Source: an optimization exercise on an open RTL-to-GDS flow (aim: small area and a short achievable clock period). Production flows keep margins and buffers that such runs may drop. In this exercise RTL edits were held to simulation tests only and were not proved equivalent to the original. No activity file was given, so power comes from the tool's default toggle rates.

oak:
// stepper_speed_ramp_controller
module stepper_speed_ramp_controller (
	input  wire logic                clk,
	input  wire logic                arst_n,
	input  wire logic                psel,
	input  wire logic                penable,
	input  wire logic                pwrite,
	input  wire logic [ADDR_W-1:0]   paddr,
	input  wire logic [DATA_W-1:0]   pwdata,
	output logic      [DATA_W-1:0]   prdata,
	output logic                     pready,
	input  wire logic                in_valid,
	output logic                     in_ready,
	input  wire logic [OP_W-1:0]     op,
	input  wire logic [PULSE_W-1:0]  count_value,
	input  wire logic [LEVEL_FW-1:0] level_index,
	input  wire logic [WORD_W-1:0]   level_reload,
	input  wire logic [WORD_W-1:0]   level_dwell,
	output logic                     out_valid,
	input  wire logic                out_ready,
	output logic      [WORD_W-1:0]   reload_out,
	output logic      [LEVEL_FW-1:0] speed_level,
	output logic      [PHASE_W-1:0]  ramp_state,
	output logic                     running,
	output logic      [POS_W-1:0]    position,
	output logic                     on_position
);
Size: ~1600 cells after synthesis, roughly 550 flip-flops, ~160 I/O pins, roughly 0.022 sq mm of cells after synthesis.
==> flow/config.mk <==
export PLATFORM = sky130hd
export DESIGN_NAME = stepper_speed_ramp_controller
export DESIGN_NICKNAME = stepper_speed_ramp_controller
export VERILOG_FILES = /design/flow/design.v
export SDC_FILE = /design/flow/constraint.sdc
export NUM_CORES = 4
export LEC_CHECK = 0
export CAP_MARGIN = 20
export CORE_MARGIN = 2
export CORE_UTILIZATION = 40
export CTS_BUF_LIST = sky130_fd_sc_hd__clkbuf_16
export CTS_CLUSTER_DIAMETER = 100
export CTS_CLUSTER_SIZE = 30
export PLACE_DENSITY = 0.75
export SETUP_SLACK_MARGIN = 3.8
export SLEW_MARGIN = 20
==> flow/constraint.sdc <==
create_clock -name core_clock -period 7.5 [get_ports {clk}]
set_input_delay 1.5000 -clock core_clock [delete_from_list [all_inputs] [get_ports {clk}]]
set_output_delay 1.5000 -clock core_clock [all_outputs]
set_load 0.01 [all_outputs]
standard.sh (not shown) runs the stock make flow with config.mk's settings and CLKGATE_MAP_FILE= SYNTH_SCRIPT=/design/flow/synth_recipe.tcl, a recipe that flattens the netlist after the stock synthesis.
==> flow/flow/run.sh <==
#!/bin/bash
# Standard layout, with the port buffers made of buf_2 cells instead of the
# delay cells buffer_ports picks on its own.
set -euo pipefail
bash standard.sh "BUFFER_PORTS_ARGS=-buffer_cell sky130_fd_sc_hd__buf_2" finish > standard_flow.log 2>&1
Relative to oak, the following input files were edited for pine:
-- flow/config.mk --
<<< oak, line 12
export CTS_CLUSTER_DIAMETER = 100
export CTS_CLUSTER_SIZE = 30
export PLACE_DENSITY = 0.75
export SETUP_SLACK_MARGIN = 3.8
export SLEW_MARGIN = 20
>>> pine, line 12
export CTS_CLUSTER_DIAMETER = 100
export CTS_CLUSTER_SIZE = 30
export SETUP_SLACK_MARGIN = 3.9
export SLEW_MARGIN = 20
export TNS_END_PERCENT = 5
### Flow results
pine reports its cell at the slowest stage of the critical path as sky130_fd_sc_hd__dfrtp_2 while oak reports sky130_fd_sc_hd__dfrtp_4.
The cell area after layout in pine sits 110 sq um below the value recorded for oak.
Initial detailed-routing violation count is lower on pine
pine falls short of oak in total chip power.
Between oak and pine, the flow reports first-pass GRT wire length increasing by a few percent.
pine vs oak — total routing usage reported by global routing rose 0.76 points.
Going from oak to pine, routed wire length grows by 2300 um.
Power share of the combinational group is higher on pine
[inputs] birch vs pine
-- flow/config.mk --
<<< pine, line 12
export CTS_CLUSTER_DIAMETER = 100
export CTS_CLUSTER_SIZE = 30
export SETUP_SLACK_MARGIN = 3.9
export SLEW_MARGIN = 20
export TNS_END_PERCENT = 5
>>> birch, line 12
export CTS_CLUSTER_DIAMETER = 100
export CTS_CLUSTER_SIZE = 30
export SETUP_SLACK_MARGIN = 3.8
export SLEW_MARGIN = 20
export TNS_END_PERCENT = 5
Results
- On setup slack of the critical path after layout, pine beats birch.
- Diff pine and birch: fraction of power consumed by the clock network lower in pine
- Going from pine to birch, total power shrank slightly.
- Looking at pine and birch, the number of vias in the routed layout is a wash.
- Power share of the combinational group down 1.1 points in birch wrt pine
- Re area growth from synthesis to layout: birch is 1.6 points down on pine.
- On number of cells in the design after placement, birch tracks pine almost exactly.
- Sequential power: pine vs birch, no meaningful difference
- Compared with pine, in birch wire length on met1 shows a reduction of about 3%, path depth of the worst reg2reg path shows a reduction of 2.
- Compared with pine, wire length of the first global-routing pass in birch decreased by a few percent.
#### Input delta (maple over birch)
==> flow/config.mk <==
export PLATFORM = sky130hd
export DESIGN_NAME = stepper_speed_ramp_controller
export DESIGN_NICKNAME = stepper_speed_ramp_controller
export VERILOG_FILES = /design/flow/design.v
export SDC_FILE = /design/flow/constraint.sdc
export NUM_CORES = 4
export LEC_CHECK = 0
export ABC_CLOCK_PERIOD_IN_PS = 3700
export CAP_MARGIN = 20
export CORE_MARGIN = 2
export CORE_UTILIZATION = 55
export CTS_BUF_LIST = sky130_fd_sc_hd__clkbuf_16
export CTS_CLUSTER_DIAMETER = 100
export CTS_CLUSTER_SIZE = 30
export SETUP_SLACK_MARGIN = 3.8
export SLEW_MARGIN = 20
Results
Compared with birch, in maple met3 usage in global routing now sits higher, share of final layout cell area taken by clock buffers and inverters now sits at about the same level.
Die area (higher): birch
Comparing maple against birch, there is no change at all in number of CTS-inserted buffers.
On routed wire length: between maple and birch, it ends up higher for birch.
Diff maple..birch | cts-stage hold buffer count | unchanged
The global routing usage summed across all routing layers reported for maple is greater than that of birch by 7.4 points.
[maple vs birch] met1 capacity usage during global routing: higher in maple
Input-level comparison between cedar and maple:
-- flow/config.mk --
<<< maple, line 9
export CAP_MARGIN = 20
export CORE_MARGIN = 2
export CORE_UTILIZATION = 55
export CTS_BUF_LIST = sky130_fd_sc_hd__clkbuf_16
export CTS_CLUSTER_DIAMETER = 100
export CTS_CLUSTER_SIZE = 30
export SETUP_SLACK_MARGIN = 3.8
export SLEW_MARGIN = 20
>>> cedar, line 9
export CAP_MARGIN = 20
export CORE_MARGIN = 2
export CORE_UTILIZATION = 40
export SETUP_SLACK_MARGIN = 3.8
export SLEW_MARGIN = 20
[summary]
maple → cedar: routed metal-1 wire length flat; all-layer global routing usage down 6.7 points; clock period minus final worst setup slack down 0.087 ns.
cedar ended up with hot_q[13] as its last element of the critical path; maple ended up with reload_out[1].

[afterwards: timing with drivers on the ports]
No port has a modelled driver above. Below, the same layouts with a new extraction and two added sets of constraints.
Step 1 assumes that a clkbuf_16 drives the clock port and a buf_2 every other input.
Step 2, shift: input delay + t, output delay - t, t = (earliest + latest rising clock arrival at the registers) / 2. This alone moves slack from input paths to output paths.
a / b / c = ideal / step 1 / step 2; a / b = the first two.
run | t, ns | slack for setup (ns) | hold slack, ns | worst setup path at the end | pins driven straight from the clock port
oak | 0.647 | 3.743 / 3.686 / 3.419 | 0.528 / 0.528 / 0.528 | input to register | 1
pine | 0.641 | 3.848 / 3.795 / 3.305 | 0.542 / 0.542 / 0.542 | input to register | 1
birch | 0.653 | 3.737 / 3.679 / 3.158 | 0.530 / 0.530 / 0.530 | input to register | 1
maple | 0.605 | 3.738 / 3.686 / 3.413 | 0.528 / 0.528 / 0.528 | input to register | 1
cedar | 0.663 | 3.824 / 3.799 / 3.411 | 0.522 / 0.522 / 0.522 | input to register | 1
After both steps every run listed still meets setup and hold. For birch, which loses most, drivers alone change the setup slack by -0.058 ns; drivers and shift together by -0.579 ns.
